What follows belongs to an exercise in optimizing a design on an open flow for small area; a production flow would make more cautious choices.
The RTL was checked by simulation tests, not by an equivalence proof against the original design.
Power and IR drop assume default switching activity.

## cpu_6502_instruction_execute
module cpu_6502_instruction_execute
(
  input  logic        clk,
  input  logic        rst_n,
  input  logic        cfg_we,
  input  logic [15:0] cfg_wdata,
  input  logic        in_valid,
  output logic             in_stall,
  input  logic        in_req_type,
  input  logic [7:0]  in_read_data,
  output logic             out_valid,
  input  logic        out_stall,
  output logic [15:0]      out_bus_addr,
  output logic             out_bus_write,
  output logic [7:0]       out_bus_wdata,
  output logic             out_opcode_fetch,
  output logic             out_bad_opcode
);
clock: 8.0 ns
lec_check: 0
abc_area: 1
cap_margin: 20
core_margin: 2
core_utilization: 40
slew_margin: 20
run.sh (not shown) runs the stock make flow with config.mk's settings and CLKGATE_MAP_FILE= SYNTH_SCRIPT=/design/flow/synth_recipe.tcl, a recipe that flattens the netlist after the stock synthesis.
Change:
==> flow/flow/run.sh (new file) <==
#!/bin/bash
# Own layout flow: the standard ORFS flow (standard.sh) with three changes to how the
# layout is made:
#  - synthesis maps the logic with a stronger ABC area script (flow/abc_area.script); the
#    registers are mapped before ABC runs, so they are the standard synthesis's registers;
#  - each port gets the smallest buffer (buf_1) instead of the default port buffer cell;
#  - the clock tree uses small clock buffers and no dummy loads.
# The output of every step goes to its own log under orfs/logs/, and make's output to
# flow_make.log in this folder.
set -euo pipefail
W=$PWD
rm -rf "$W/scripts_mod"
cp -r "$FLOW_HOME/scripts" "$W/scripts_mod"
cp "$W/flow/abc_area.script" "$W/scripts_mod/abc_area.script"
bash standard.sh SCRIPTS_DIR="$W/scripts_mod" \
  BUFFER_PORTS_ARGS="-buffer_cell sky130_fd_sc_hd__buf_1" \
  CTS_ARGS="-sink_clustering_enable -repair_clock_nets -dont_use_dummy_load -buf_list sky130_fd_sc_hd__clkbuf_4 sky130_fd_sc_hd__clkbuf_8" \
  finish > "$W/flow_make.log" 2>&1
==> flow/flow/abc_area.script (new file) <==
strash
&get -n
&deepsyn -T 60
&dch -f
&nf -R 1000
&put
topo
stime -c
buffer -c
upsize -c
dnsize -c
==> flow/standard.sh (new file) <==
#!/bin/bash
# synth_recipe.tcl (not shown) runs the flow's synth.tcl, then flattens the netlist and writes it again
# the make line also repeats each setting of config.mk as NAME=value (left out here)
make -C /OpenROAD-flow-scripts/flow DESIGN_CONFIG=/design/flow/config.mk WORK_HOME=/design/flow/orfs CLKGATE_MAP_FILE= SYNTH_SCRIPT=/design/flow/synth_recipe.tcl "${@:-finish}"
removed: flow/run.sh
Now the flow failed in clock tree synthesis (4_1_cts) on STA-0564.
Area after synthesis shrinks by 17%.
Synthesized cell count went down by 29%.


cpu_6502_instruction_execute, a different RTL version from the one above (not shown whole).
For scale: about 1,000 cells after synthesis, roughly 99 flip-flops, roughly 7500 um2 of cells after synthesis.
## cpu_6502_instruction_execute
module cpu_6502_instruction_execute
(
  input  logic        clk,
  input  logic        rst_n,
  input  logic        cfg_we,
  input  logic [15:0] cfg_wdata,
  input  logic        in_valid,
  output logic             in_stall,
  input  logic        in_req_type,
  input  logic [7:0]  in_read_data,
  output logic             out_valid,
  input  logic        out_stall,
  output logic [15:0]      out_bus_addr,
  output logic             out_bus_write,
  output logic [7:0]       out_bus_wdata,
  output logic             out_opcode_fetch,
  output logic             out_bad_opcode
);
export LEC_CHECK = 0
export ABC_AREA = 1
export CAP_MARGIN = 5
export CORE_MARGIN = 2
export CORE_UTILIZATION = 80
export GPL_TIMING_DRIVEN = 0
export PLACE_DENSITY = 0.85
export SLEW_MARGIN = 5
create_clock -name core_clock -period 8.0 [get_ports {clk}]
standard.sh (not shown) runs the stock make flow with config.mk's settings and CLKGATE_MAP_FILE= SYNTH_SCRIPT=/design/flow/synth_recipe.tcl, a recipe that flattens the netlist after the stock synthesis.
==> flow/flow/run.sh <==
#!/bin/bash
# Own layout flow: the standard ORFS flow (standard.sh) with three changes to how the
# layout is made:
#  - synthesis maps the logic with a stronger ABC area script (flow/abc_area.script); the
#    registers are mapped before ABC runs, so they are the standard synthesis's registers;
#  - each port gets the smallest buffer (buf_1) instead of the default port buffer cell;
#  - the clock tree uses small clock buffers and no dummy loads.
# The output of every step goes to its own log under orfs/logs/, and make's output to
# flow_make.log in this folder.
set -euo pipefail
W=$PWD
rm -rf "$W/scripts_mod"
cp -r "$FLOW_HOME/scripts" "$W/scripts_mod"
cp "$W/flow/abc_area.script" "$W/scripts_mod/abc_area.script"
bash standard.sh SCRIPTS_DIR="$W/scripts_mod" REMOVE_ABC_BUFFERS=1 \
  BUFFER_PORTS_ARGS="-buffer_cell sky130_fd_sc_hd__buf_1" \
  CTS_ARGS="-sink_clustering_enable -repair_clock_nets -dont_use_dummy_load -sink_clustering_size 10 -sink_clustering_max_diameter 40 -buf_list {sky130_fd_sc_hd__clkbuf_8}" \
  finish > "$W/flow_make.log" 2>&1
==> flow/flow/abc_area.script <==
strash
&get -n
&deepsyn -T 60
&dch -f
&nf -R 1000
&put
The baseline aborted during 5_1_grt, error GRT-0232.
Next try:
- CAP_MARGIN: 5 -> 20
- CORE_UTILIZATION: 80 -> 65
- PLACE_DENSITY: 0.85 -> 0.75
- SLEW_MARGIN: 5 -> 20
After rerunning: Now the flow passed the timing, DRC and antenna checks. Synthesized cell count is unchanged. Synthesized area stays the same.


cpu_6502_instruction_execute, a different RTL version from the one above (not shown whole).
Size: roughly 940 cells after synthesis, about 99 flip-flops, about 59 I/O pins, roughly 7200 µm² of cells after synthesis.
Settings: LEC_CHECK=0, ABC_AREA=1, CAP_MARGIN=20, CORE_MARGIN=2, CORE_UTILIZATION=65, GPL_TIMING_DRIVEN=0, PLACE_DENSITY=0.75, SETUP_SLACK_MARGIN=0.1, SLEW_MARGIN=20; clock period 8.0 ns.
Scripts as last shown in full above: flow/flow/run.sh, flow/flow/abc_area.script
The starting point completed with no timing, DRC or antenna violations.
==> next run, changes <==
==> flow/flow/run.sh (replaced) <==
#!/bin/bash
set -euo pipefail
W=$PWD
rm -rf "$W/scripts_mod"
cp -r "$FLOW_HOME/scripts" "$W/scripts_mod"
cp "$W/flow/abc_area.script" "$W/scripts_mod/abc_area.script"
bash standard.sh SCRIPTS_DIR="$W/scripts_mod" REMOVE_ABC_BUFFERS=1 \
  BUFFER_PORTS_ARGS="-buffer_cell sky130_fd_sc_hd__buf_1" \
  CTS_ARGS="-sink_clustering_enable -repair_clock_nets -dont_use_dummy_load -sink_clustering_size 10 -sink_clustering_max_diameter 40 -buf_list {sky130_fd_sc_hd__clkbuf_8}" \
  finish > "$W/flow_make.log" 2>&1
==> flow/flow/abc_area.script (replaced) <==
strash
&get -n
&deepsyn -T 180
&dch -f
&nf -R 1000
&put
Effect: First-iteration DRC count rises by about 32%. Power is lower by 2.5%. Maximum frequency goes up by about 0.36%. Via count is about the same.

[what the ideal ports hide]
The flow's constraints put no driver on any port. The routed layouts listed below were extracted and timed again, unchanged, in two steps. Step 1 sets driving cells, clkbuf_16 on the clock port and buf_2 on the other inputs (assumed; they add their load-dependent delay and slew). Step 2 times the ports against the registers' clock, not the clock port: input delays grow and output delays shrink by t, the midpoint of the rising clock arrivals with the driver on. Three values: ideal ports, drivers, drivers and shift; two values: the first two.
run | shift t [ns] | setup slack, ns | worst setup path at the end | worst register clock-pin slew, ns | worst slew at a driven data input, ns
the first run of note 1 | 0.417 | 0.353 / 0.384 / -0.033 | input to register | 0.09 / 0.09 | 0.04
the second run of note 2 | 0.420 | 0.181 / 0.168 / -0.252 | input to register | 0.10 / 0.10 | 0.07
the first run of note 3 | 0.410 | 0.350 / 0.359 / -0.049 | input to register | 0.10 / 0.10 | 0.03
the second run of note 3 | 0.416 | 0.378 / 0.383 / -0.033 | input to register | 0.10 / 0.10 | 0.04
Met with ideal ports but missed after step 2: setup timing in every run listed. The setup slack of the second run of note 2, which loses most, moves by -0.013 ns with the drivers and by -0.433 ns with both steps.
